From an optimization exercise on the open Yosys and OpenROAD flow, aimed at small area; shortcuts taken in it are not production practice. Power and IR drop assume default switching activity.

==> job 7188 <==
==> flow/design.v <==
`default_nettype none
package rv_isa_pkg;
	typedef logic [31:0] word_t;
	typedef logic [31:0] inst_t;
	typedef logic [4:0] reg_addr_t;
	typedef logic [6:0] opcode_t;
	localparam int unsigned REG_COUNT = 32;
	localparam opcode_t OPC_LUI    = 7'b0110111;
	localparam opcode_t OPC_AUIPC  = 7'b0010111;
	localparam opcode_t OPC_OP_IMM = 7'b0010011;
	localparam opcode_t OPC_OP     = 7'b0110011;
	localparam logic [2:0] F3_ADD  = 3'b000;
	localparam logic [2:0] F3_SLL  = 3'b001;
	localparam logic [2:0] F3_SLT  = 3'b010;
	localparam logic [2:0] F3_SLTU = 3'b011;
	localparam logic [2:0] F3_XOR  = 3'b100;
	localparam logic [2:0] F3_SR   = 3'b101;
	localparam logic [2:0] F3_OR   = 3'b110;
	localparam logic [2:0] F3_AND  = 3'b111;
	typedef enum logic [3:0] {
		ALU_ADD,
		ALU_SUB,
		ALU_SLL,
		ALU_SLT,
		ALU_SLTU,
		ALU_XOR,
		ALU_SRL,
		ALU_SRA,
		ALU_OR,
		ALU_AND,
		ALU_PASS_B
	} alu_op_t;
endpackage
`default_nettype wire
`default_nettype none
package cpu_cfg_pkg;
	typedef logic [15:0] addr_t;
	typedef logic [7:0] byte_t;
	localparam addr_t RESET_PC = 16'h0000;
	localparam int unsigned INST_BYTES = 4;
	localparam int unsigned BYTE_IDX_W = $clog2(INST_BYTES);
	typedef logic [BYTE_IDX_W-1:0] byte_idx_t;
	localparam byte_idx_t LAST_FILL_IDX = byte_idx_t'(INST_BYTES - 2);
	typedef enum logic [1:0] {
		FETCH_ISSUE,
		FETCH_FILL,
		FETCH_LAST
	} fetch_state_t;
endpackage
`default_nettype wire
`default_nettype none
`timescale 1ns/1ps
module cpu (
	input  wire                        clk_in,
	input  wire                        rst_n,
	input  wire                        rdy_in,
	input  wire cpu_cfg_pkg::byte_t    mem_din,
	output cpu_cfg_pkg::addr_t         mem_a,
	output logic                       retire_we,
	output rv_isa_pkg::reg_addr_t      retire_rd,
	output rv_isa_pkg::word_t          retire_data
);
	logic started;
	logic [1:0] bp;
	assign bp = mem_a[1:0];
	always_ff @(posedge clk_in or negedge rst_n) begin
		if (!rst_n) begin
			started <= 1'b0;
			mem_a   <= '0;
		end else if (rdy_in) begin
			started <= 1'b1;
			if (started)
				mem_a <= mem_a + 16'd1;
		end
	end
	logic [7:0] ib1, ib2, ib3;
	logic i0_sup, i0_u, i0_b5, i0_rd0;
	logic c_ret, c_u, c_b5, c_rd0;
	logic ivalid;
	always_ff @(posedge clk_in) begin
		if (rdy_in) begin
			case (bp)
				2'd0: begin
					i0_sup <= (mem_din[6] == 1'b0) && (mem_din[4:3] == 2'b10) && (mem_din[1:0] == 2'b11);
					i0_u   <= mem_din[2];
					i0_b5  <= mem_din[5];
					i0_rd0 <= mem_din[7];
				end
				2'd1: ib1 <= mem_din;
				2'd2: ib2 <= mem_din;
				default: begin
					ib3   <= mem_din;
					c_ret <= i0_sup && ({ib1[3:0], i0_rd0} != 5'd0);
					c_u   <= i0_u;
					c_b5  <= i0_b5;
					c_rd0 <= i0_rd0;
				end
			endcase
		end
	end
	always_ff @(posedge clk_in or negedge rst_n) begin
		if (!rst_n)
			ivalid <= 1'b0;
		else if (rdy_in && bp == 2'd3)
			ivalid <= 1'b1;
	end
	logic [1:0] ph;
	logic cleared;
	always_ff @(posedge clk_in or negedge rst_n) begin
		if (!rst_n) begin
			ph      <= 2'd0;
			cleared <= 1'b0;
		end else begin
			ph <= ph + 2'd1;
			if (ph == 2'd3)
				cleared <= 1'b1;
		end
	end
	logic wvalid;
	logic [7:0] wbyte;
	logic [7:0] wb;
	logic [31:0] rf [1:31];
	always_comb begin
		case (ph)
			2'd0: wbyte = retire_data[7:0];
			2'd1: wbyte = retire_data[15:8];
			2'd2: wbyte = retire_data[23:16];
			default: wbyte = retire_data[31:24];
		endcase
	end
	assign wb = cleared ? wbyte : 8'h00;
	genvar g;
	generate
		for (g = 1; g < 32; g++) begin : ring
			logic wen;
			assign wen = !cleared || (wvalid && retire_rd == 5'(g));
			always_ff @(posedge clk_in) begin
				rf[g] <= {wen ? wb : rf[g][7:0], rf[g][31:8]};
			end
		end
	endgenerate
	logic [4:0] ra1;
	logic [3:0] rb_lo;
	logic rb4;
	logic [7:0] rdA_raw, hb_lo_raw, hb_hi_raw;
	logic [7:0] rA, hbl, hbh, rB;
	logic fwdA, eqB;
	assign ra1   = {(bp == 2'd2) ? mem_din[3:0] : ib2[3:0], ib1[7]};
	assign rb_lo = (bp == 2'd2) ? mem_din[7:4] : ib2[7:4];
	assign rb4   = (bp == 2'd3) ? mem_din[0] : ((bp == 2'd2) ? 1'b0 : ib3[0]);
	always_comb begin
		rdA_raw   = 8'h00;
		hb_lo_raw = 8'h00;
		hb_hi_raw = 8'h00;
		for (int r = 1; r < 32; r++) begin
			if (ra1 == 5'(r))
				rdA_raw = rf[r][7:0];
		end
		for (int r = 1; r < 16; r++) begin
			if (rb_lo == 4'(r))
				hb_lo_raw = rf[r][7:0];
		end
		for (int r = 16; r < 32; r++) begin
			if (rb_lo == 4'(r - 16))
				hb_hi_raw = rf[r][7:0];
		end
	end
	assign fwdA = wvalid && (retire_rd == ra1);
	assign eqB  = wvalid && (retire_rd[3:0] == rb_lo);
	assign rA  = !cleared ? 8'h00 : (fwdA ? wbyte : rdA_raw);
	assign hbl = !cleared ? 8'h00 : ((eqB && !retire_rd[4]) ? wbyte : hb_lo_raw);
	assign hbh = !cleared ? 8'h00 : ((eqB &&  retire_rd[4]) ? wbyte : hb_hi_raw);
	assign rB  = rb4 ? hbh : hbl;
	logic [23:0] opA_sh, opB_sh;
	logic [7:0] p_hi;
	logic prev_b2;
	logic fix;
	assign fix = prev_b2 && rb4;
	always_ff @(posedge clk_in) begin
		prev_b2 <= (bp == 2'd2);
		p_hi    <= hbh;
		opA_sh  <= {rA, opA_sh[23:8]};
		opB_sh  <= {rB, fix ? p_hi : opB_sh[23:16], opB_sh[15:8]};
	end
	logic [31:0] wA, wB, b_al;
	logic [1:0] v;
	assign wA = {rA, opA_sh};
	assign wB = {rB, opB_sh};
	assign v  = ~ph;
	logic [2:0] f3;
	logic alt, is_lui, is_op, is_sh, is_sll;
	logic [31:0] imm_i, imm_u, pc32;
	logic [4:0] shamt, k;
	logic [1:0] bsel;
	logic [31:0] xa, rot, opa, opb;
	logic a31, fill;
	assign f3     = ib1[6:4];
	assign alt    = ib3[6];
	assign is_lui = c_u && c_b5;
	assign is_op  = !c_u && c_b5;
	assign is_sh  = !c_u && (f3[1:0] == 2'b01);
	assign is_sll = !f3[2];
	assign imm_i  = {{20{ib3[7]}}, ib3, ib2[7:4]};
	assign imm_u  = {ib3, ib2, ib1[7:4], 12'b0};
	assign pc32   = {16'b0, mem_a[15:2] - 14'd1, 2'b00};
	always_comb begin
		case (v)
			2'd0: b_al = wB;
			2'd1: b_al = {wB[7:0], wB[31:8]};
			2'd2: b_al = {wB[15:0], wB[31:16]};
			default: b_al = {wB[23:0], wB[31:24]};
		endcase
	end
	assign shamt = is_op ? b_al[4:0] : {ib3[0], ib2[7:4]};
	assign k     = !is_sh ? 5'd0 : (is_sll ? 5'd0 - shamt : shamt);
	assign bsel  = v + k[4:3];
	always_comb begin
		case (bsel)
			2'd0: xa = wA;
			2'd1: xa = {wA[7:0], wA[31:8]};
			2'd2: xa = {wA[15:0], wA[31:16]};
			default: xa = {wA[23:0], wA[31:24]};
		endcase
		case (v)
			2'd0: a31 = wA[31];
			2'd1: a31 = wA[7];
			2'd2: a31 = wA[15];
			default: a31 = wA[23];
		endcase
	end
	assign rot  = 32'({xa, xa} >> k[2:0]);
	assign fill = alt && a31 && f3[2];
	logic [31:0] keep, shres;
	always_comb begin
		for (int i = 0; i < 32; i++) begin
			keep[i] = is_sll ? (5'(i) >= shamt) : (5'(31 - i) >= shamt);
			shres[i] = keep[i] ? rot[i] : fill;
		end
	end
	assign opa = c_u ? (is_lui ? 32'd0 : pc32) : xa;
	assign opb = c_u ? imm_u : (is_op ? b_al : imm_i);
	logic sub;
	logic [32:0] sum;
	logic slt, sltu;
	logic [31:0] result;
	assign sub  = !c_u && ((f3 == 3'b000 && is_op && alt) || f3[2:1] == 2'b01);
	assign sum  = {1'b0, opa} + {1'b0, opb ^ {32{sub}}} + {32'd0, sub};
	assign sltu = !sum[32];
	assign slt  = (opa[31] ^ opb[31]) ? opa[31] : sum[31];
	always_comb begin
		if (c_u)
			result = sum[31:0];
		else begin
			case (f3)
				3'b000: result = sum[31:0];
				3'b010: result = {31'd0, slt};
				3'b011: result = {31'd0, sltu};
				3'b100: result = opa ^ opb;
				3'b110: result = opa | opb;
				3'b111: result = opa & opb;
				default: result = shres;
			endcase
		end
	end
	logic cap;
	assign cap = (bp == 2'd1) && ivalid && c_ret;
	always_ff @(posedge clk_in or negedge rst_n) begin
		if (!rst_n) begin
			retire_we <= 1'b0;
			wvalid    <= 1'b0;
		end else if (rdy_in) begin
			retire_we <= cap;
			if (cap)
				wvalid <= 1'b1;
		end
	end
	always_ff @(posedge clk_in) begin
		if (rdy_in && cap) begin
			retire_rd   <= {ib1[3:0], c_rd0};
			retire_data <= result;
		end
	end
endmodule
`default_nettype wire
==> flow/run.sh <==
#!/bin/bash
# synth_recipe.tcl (not shown) runs the flow's synth.tcl, then flattens the netlist and writes it again
# the make line also repeats each setting of config.mk as NAME=value (left out here)
make -C /OpenROAD-flow-scripts/flow DESIGN_CONFIG=/design/flow/config.mk WORK_HOME=/design/flow/orfs CLKGATE_MAP_FILE= SYNTH_SCRIPT=/design/flow/synth_recipe.tcl finish
==> flow/config.mk <==
export PLATFORM = sky130hd
export DESIGN_NAME = cpu
export DESIGN_NICKNAME = cpu
export VERILOG_FILES = /design/flow/design.v
export SDC_FILE = /design/flow/constraint.sdc
export NUM_CORES = 4
export LEC_CHECK = 0
export ABC_AREA = 1
export CAP_MARGIN = 20
export CORE_MARGIN = 2
export CORE_UTILIZATION = 50
export PLACE_DENSITY = 0.6
export SLEW_MARGIN = 20
==> flow/constraint.sdc <==
create_clock -name core_clock -period 7.0 [get_ports {clk_in}]
set_input_delay 1.4000 -clock core_clock [delete_from_list [all_inputs] [get_ports {clk_in}]]
set_output_delay 1.4000 -clock core_clock [all_outputs]
set_load 0.01 [all_outputs]
==> inputs of job 7130, as changes to job 7188 <==
--- a/flow/design.v
+++ b/flow/design.v
@@ -62,15 +62,21 @@
 );
 	logic started;
 	logic [1:0] bp;
+	logic is_b2, is_b3;
 	assign bp = mem_a[1:0];
 	always_ff @(posedge clk_in or negedge rst_n) begin
 		if (!rst_n) begin
 			started <= 1'b0;
 			mem_a   <= '0;
+			is_b2   <= 1'b0;
+			is_b3   <= 1'b0;
 		end else if (rdy_in) begin
 			started <= 1'b1;
-			if (started)
+			if (started) begin
 				mem_a <= mem_a + 16'd1;
+				is_b2 <= (bp == 2'd1);
+				is_b3 <= (bp == 2'd2);
+			end
 		end
 	end
 	logic [7:0] ib1, ib2, ib3;
@@ -104,15 +110,15 @@
 		else if (rdy_in && bp == 2'd3)
 			ivalid <= 1'b1;
 	end
-	logic [1:0] ph;
+	logic [3:0] ph;
 	logic cleared;
 	always_ff @(posedge clk_in or negedge rst_n) begin
 		if (!rst_n) begin
-			ph      <= 2'd0;
+			ph      <= 4'b0001;
 			cleared <= 1'b0;
 		end else begin
-			ph <= ph + 2'd1;
-			if (ph == 2'd3)
+			ph <= {ph[2:0], ph[3]};
+			if (ph[3])
 				cleared <= 1'b1;
 		end
 	end
@@ -120,14 +126,10 @@
 	logic [7:0] wbyte;
 	logic [7:0] wb;
 	logic [31:0] rf [1:31];
-	always_comb begin
-		case (ph)
-			2'd0: wbyte = retire_data[7:0];
-			2'd1: wbyte = retire_data[15:8];
-			2'd2: wbyte = retire_data[23:16];
-			default: wbyte = retire_data[31:24];
-		endcase
-	end
+	assign wbyte = ({8{ph[0]}} & retire_data[7:0])
+	             | ({8{ph[1]}} & retire_data[15:8])
+	             | ({8{ph[2]}} & retire_data[23:16])
+	             | ({8{ph[3]}} & retire_data[31:24]);
 	assign wb = cleared ? wbyte : 8'h00;
 	genvar g;
 	generate
@@ -145,9 +147,9 @@
 	logic [7:0] rdA_raw, hb_lo_raw, hb_hi_raw;
 	logic [7:0] rA, hbl, hbh, rB;
 	logic fwdA, eqB;
-	assign ra1   = {(bp == 2'd2) ? mem_din[3:0] : ib2[3:0], ib1[7]};
-	assign rb_lo = (bp == 2'd2) ? mem_din[7:4] : ib2[7:4];
-	assign rb4   = (bp == 2'd3) ? mem_din[0] : ((bp == 2'd2) ? 1'b0 : ib3[0]);
+	assign ra1   = {is_b2 ? mem_din[3:0] : ib2[3:0], ib1[7]};
+	assign rb_lo = is_b2 ? mem_din[7:4] : ib2[7:4];
+	assign rb4   = is_b3 ? mem_din[0] : (!is_b2 && ib3[0]);
 	always_comb begin
 		rdA_raw   = 8'h00;
 		hb_lo_raw = 8'h00;
@@ -171,65 +173,60 @@
 	assign hbl = !cleared ? 8'h00 : ((eqB && !retire_rd[4]) ? wbyte : hb_lo_raw);
 	assign hbh = !cleared ? 8'h00 : ((eqB &&  retire_rd[4]) ? wbyte : hb_hi_raw);
 	assign rB  = rb4 ? hbh : hbl;
-	logic [23:0] opA_sh, opB_sh;
+	logic [31:0] opA, opB;
 	logic [7:0] p_hi;
 	logic prev_b2;
 	logic fix;
 	assign fix = prev_b2 && rb4;
 	always_ff @(posedge clk_in) begin
-		prev_b2 <= (bp == 2'd2);
+		prev_b2 <= is_b2;
 		p_hi    <= hbh;
-		opA_sh  <= {rA, opA_sh[23:8]};
-		opB_sh  <= {rB, fix ? p_hi : opB_sh[23:16], opB_sh[15:8]};
-	end
-	logic [31:0] wA, wB, b_al;
-	logic [1:0] v;
-	assign wA = {rA, opA_sh};
-	assign wB = {rB, opB_sh};
-	assign v  = ~ph;
+	end
+	generate
+		for (g = 0; g < 4; g++) begin : lane
+			always_ff @(posedge clk_in) begin
+				if (ph[g])
+					opA[8*g +: 8] <= rA;
+				if (ph[g])
+					opB[8*g +: 8] <= rB;
+				else if (fix && ph[(g + 1) % 4])
+					opB[8*g +: 8] <= p_hi;
+			end
+		end
+	endgenerate
+	logic [31:0] a_al, b_al;
+	always_comb begin
+		for (int i = 0; i < 4; i++) begin
+			a_al[8*i +: 8] = ph[i] ? rA : opA[8*i +: 8];
+			b_al[8*i +: 8] = ph[i] ? rB : opB[8*i +: 8];
+		end
+	end
 	logic [2:0] f3;
-	logic alt, is_lui, is_op, is_sh, is_sll;
+	logic alt, is_lui, is_op, is_sll;
 	logic [31:0] imm_i, imm_u, pc32;
 	logic [4:0] shamt, k;
-	logic [1:0] bsel;
 	logic [31:0] xa, rot, opa, opb;
-	logic a31, fill;
+	logic fill;
 	assign f3     = ib1[6:4];
 	assign alt    = ib3[6];
 	assign is_lui = c_u && c_b5;
 	assign is_op  = !c_u && c_b5;
-	assign is_sh  = !c_u && (f3[1:0] == 2'b01);
 	assign is_sll = !f3[2];
 	assign imm_i  = {{20{ib3[7]}}, ib3, ib2[7:4]};
 	assign imm_u  = {ib3, ib2, ib1[7:4], 12'b0};
 	assign pc32   = {16'b0, mem_a[15:2] - 14'd1, 2'b00};
-	always_comb begin
-		case (v)
-			2'd0: b_al = wB;
-			2'd1: b_al = {wB[7:0], wB[31:8]};
-			2'd2: b_al = {wB[15:0], wB[31:16]};
-			default: b_al = {wB[23:0], wB[31:24]};
+	assign shamt = is_op ? b_al[4:0] : {ib3[0], ib2[7:4]};
+	assign k     = is_sll ? 5'd0 - shamt : shamt;
+	always_comb begin
+		case (k[4:3])
+			2'd0: xa = a_al;
+			2'd1: xa = {a_al[7:0], a_al[31:8]};
+			2'd2: xa = {a_al[15:0], a_al[31:16]};
+			default: xa = {a_al[23:0], a_al[31:24]};
 		endcase
 	end
-	assign shamt = is_op ? b_al[4:0] : {ib3[0], ib2[7:4]};
-	assign k     = !is_sh ? 5'd0 : (is_sll ? 5'd0 - shamt : shamt);
-	assign bsel  = v + k[4:3];
-	always_comb begin
-		case (bsel)
-			2'd0: xa = wA;
-			2'd1: xa = {wA[7:0], wA[31:8]};
-			2'd2: xa = {wA[15:0], wA[31:16]};
-			default: xa = {wA[23:0], wA[31:24]};
-		endcase
-		case (v)
-			2'd0: a31 = wA[31];
-			2'd1: a31 = wA[7];
-			2'd2: a31 = wA[15];
-			default: a31 = wA[23];
-		endcase
-	end
 	assign rot  = 32'({xa, xa} >> k[2:0]);
-	assign fill = alt && a31 && f3[2];
+	assign fill = alt && a_al[31] && f3[2];
 	logic [31:0] keep, shres;
 	always_comb begin
 		for (int i = 0; i < 32; i++) begin
@@ -237,7 +234,7 @@
 			shres[i] = keep[i] ? rot[i] : fill;
 		end
 	end
-	assign opa = c_u ? (is_lui ? 32'd0 : pc32) : xa;
+	assign opa = c_u ? (is_lui ? 32'd0 : pc32) : a_al;
 	assign opb = c_u ? imm_u : (is_op ? b_al : imm_i);
 	logic sub;
 	logic [32:0] sum;
==> flow/flow/run.sh (new file) <==
#!/bin/bash
# Layout flow: the standard synthesis, then its combinational logic is mapped
# again with a delay-targeted ABC script (registers, their names and cell
# types stay as the standard synthesis made them), then the standard layout
# steps from floorplan to finish.  Each tool writes its own log here.
set -euo pipefail
HERE=$(pwd)
R=$HERE/orfs/results/$FLOW_PLATFORM/cpu/base

bash standard.sh synth > log_1_standard_synth.txt 2>&1
cp "$R/1_2_yosys.v" "$HERE/standard_synth.v"

LIB=$FLOW_HOME/platforms/$FLOW_PLATFORM/lib/sky130_fd_sc_hd__tt_025C_1v80.lib
DU=$(sed -n '/DONT_USE_CELLS/,/^$/p' "$FLOW_HOME/platforms/$FLOW_PLATFORM/config.mk" \
	| grep -o 'sky130_fd_sc_hd__[a-z0-9_]*' | sed 's/^/-dont_use /' | tr '\n' ' ')
sed -e "s|@LIB@|$LIB|g" -e "s|@DU@|$DU|g" -e "s|@IN@|$HERE/standard_synth.v|" \
	-e "s|@OUT@|$HERE/remapped.v|" -e "s|@ABC@|$HERE/flow/remap.abc|" \
	flow/remap.ys.in > remap.ys
yosys -s remap.ys > log_2_remap.txt 2>&1
printf 'read_liberty -lib %s\nread_verilog %s\nhierarchy -check -top cpu\ncheck -assert\nstat\n' "$LIB" "$HERE/remapped.v" > remap_check.ys
yosys -s remap_check.ys > log_2_remap_check.txt 2>&1
cp "$HERE/remapped.v" "$R/1_2_yosys.v"
touch "$R/1_2_yosys.v"

# clock tree: leaf buffers sized for clusters of about 16 flip-flops and
# no dummy loads
export CTS_ARGS="-sink_clustering_enable -repair_clock_nets -dont_use_dummy_load -sink_clustering_size 16 -sink_clustering_max_diameter 60 -sink_buffer_max_cap_derate 1.0 -buf_list sky130_fd_sc_hd__clkbuf_8"
bash standard.sh "$@" > log_3_standard_layout.txt 2>&1
==> flow/flow/remap.abc (new file) <==
strash
&get -n
&fraig -x
&syn2
&dch -f
&nf -D 4000
&put
buffer -p
upsize -D 4000
dnsize -D 4000
==> flow/flow/remap.ys.in (new file) <==
# combinational cells get their liberty function, sequential cells stay as
# they are (black boxes), so only the logic between registers is remapped
read_liberty -ignore_miss_func @LIB@
blackbox sky130_fd_sc_hd__df* sky130_fd_sc_hd__edf* sky130_fd_sc_hd__sdf* sky130_fd_sc_hd__dl* sky130_fd_sc_hd__sedf* sky130_fd_sc_hd__conb_1
read_verilog @IN@
hierarchy -top cpu
flatten
delete t:$scopeinfo
opt_clean
abc -script @ABC@ -liberty @LIB@ @DU@
opt_clean -purge
# drop the names of the flattened cells' pins so no net keeps two names
rename -hide w:*.*
opt_clean -purge
setundef -zero
hilomap -singleton -hicell sky130_fd_sc_hd__conb_1 HI -locell sky130_fd_sc_hd__conb_1 LO
stat -liberty @LIB@
write_verilog -noattr -nohex -nodec @OUT@
==> flow/standard.sh (new file) <==
#!/bin/bash
# synth_recipe.tcl (not shown) runs the flow's synth.tcl, then flattens the netlist and writes it again
# the make line also repeats each setting of config.mk as NAME=value (left out here)
make -C /OpenROAD-flow-scripts/flow DESIGN_CONFIG=/design/flow/config.mk WORK_HOME=/design/flow/orfs CLKGATE_MAP_FILE= SYNTH_SCRIPT=/design/flow/synth_recipe.tcl "${@:-finish}"
- CORE_UTILIZATION: 50 -> 55
- GPL_TIMING_DRIVEN: unset -> 0
- PLACE_DENSITY: 0.6 -> 0.65
removed: flow/run.sh
==> run summary <==
| metric | job 7130 | job 7188 |
|---|---|---|
| Die area | 0.0736 sq mm | 0.0857 sq mm |
| Endpoints failing setup | 4 | 28 |
| Die height | 271 microns | 293 microns |
| Net Switching | 4710 uW | 9360 uW |
| Non-CTS buffers | 300 | 997 |
| Worst slew slack as a fraction of its limit | 16.0% | 22.3% |
| Global-route met1 utilization | 52.9% | 46.9% |
| Sequential power | 6990 uW | 8160 uW |
| Result of the run | failed layout checks | failed layout checks |
| Layout check failures | negative setup slack | negative setup slack |
| Post-route total power | 13,800 uW | 24,900 uW |
| Final Cell Area | 0.0443 sq mm | 0.0554 sq mm |
| Cells after synthesis | 3,824 | 4,807 |
| Reported clock group power | 2990 uW | 6070 uW |
| Non-clk invs | 55 | 503 |
| Min-Delay Startpoint | rf[19][29] | rf[15][13] |
| Crit path depth | 26 | 59 |
| Total detailed-routing wirelength | 145,000 microns | 166,000 microns |
| Worst-skew pair later-pin latency | 0.76 ns | 0.71 ns |
| CP max stage delay | 1.04 ns | 0.41 ns |
| Leading power group | sequential cells | combinational cells |
| Capture point of the critical path | retire_data[0] | retire_data[26] |
| Horizontal die dimension | 271 microns | 293 microns |
Function was not checked in any run of this note: the RTL went through the layout flow alone.

==> what the ideal ports hide <==
How much do the figures lean on ideal ports? The routed layouts below were timed once more, with nothing changed but the port constraints.
Step 1 sets driving cells, clkbuf_16 on the clock port and buf_2 on the other inputs (assumed; they add their load-dependent delay and slew).
Step 2 moves the port delays by t, midway between the first and last clock arrival at a register: inputs arrive t later, outputs are due t later. That takes back most of the time a late clock gives input paths.
a / b / c = ideal ports / drivers / drivers and shift; a / b = the first two.
run | t, ns | setup slack, ns | worst register clock-pin slew, ns | worst slew at a driven data input, ns
job 7188 | 0.760 | -1.539 / -1.539 / -2.213 | 0.07 / 0.07 | 0.04
job 7130 | 0.761 | -0.018 / -0.018 / -0.731 | 0.11 / 0.11 | 0.04
For job 7130, which loses most, drivers alone change the setup slack by 0.000 ns; drivers and shift together by -0.713 ns.
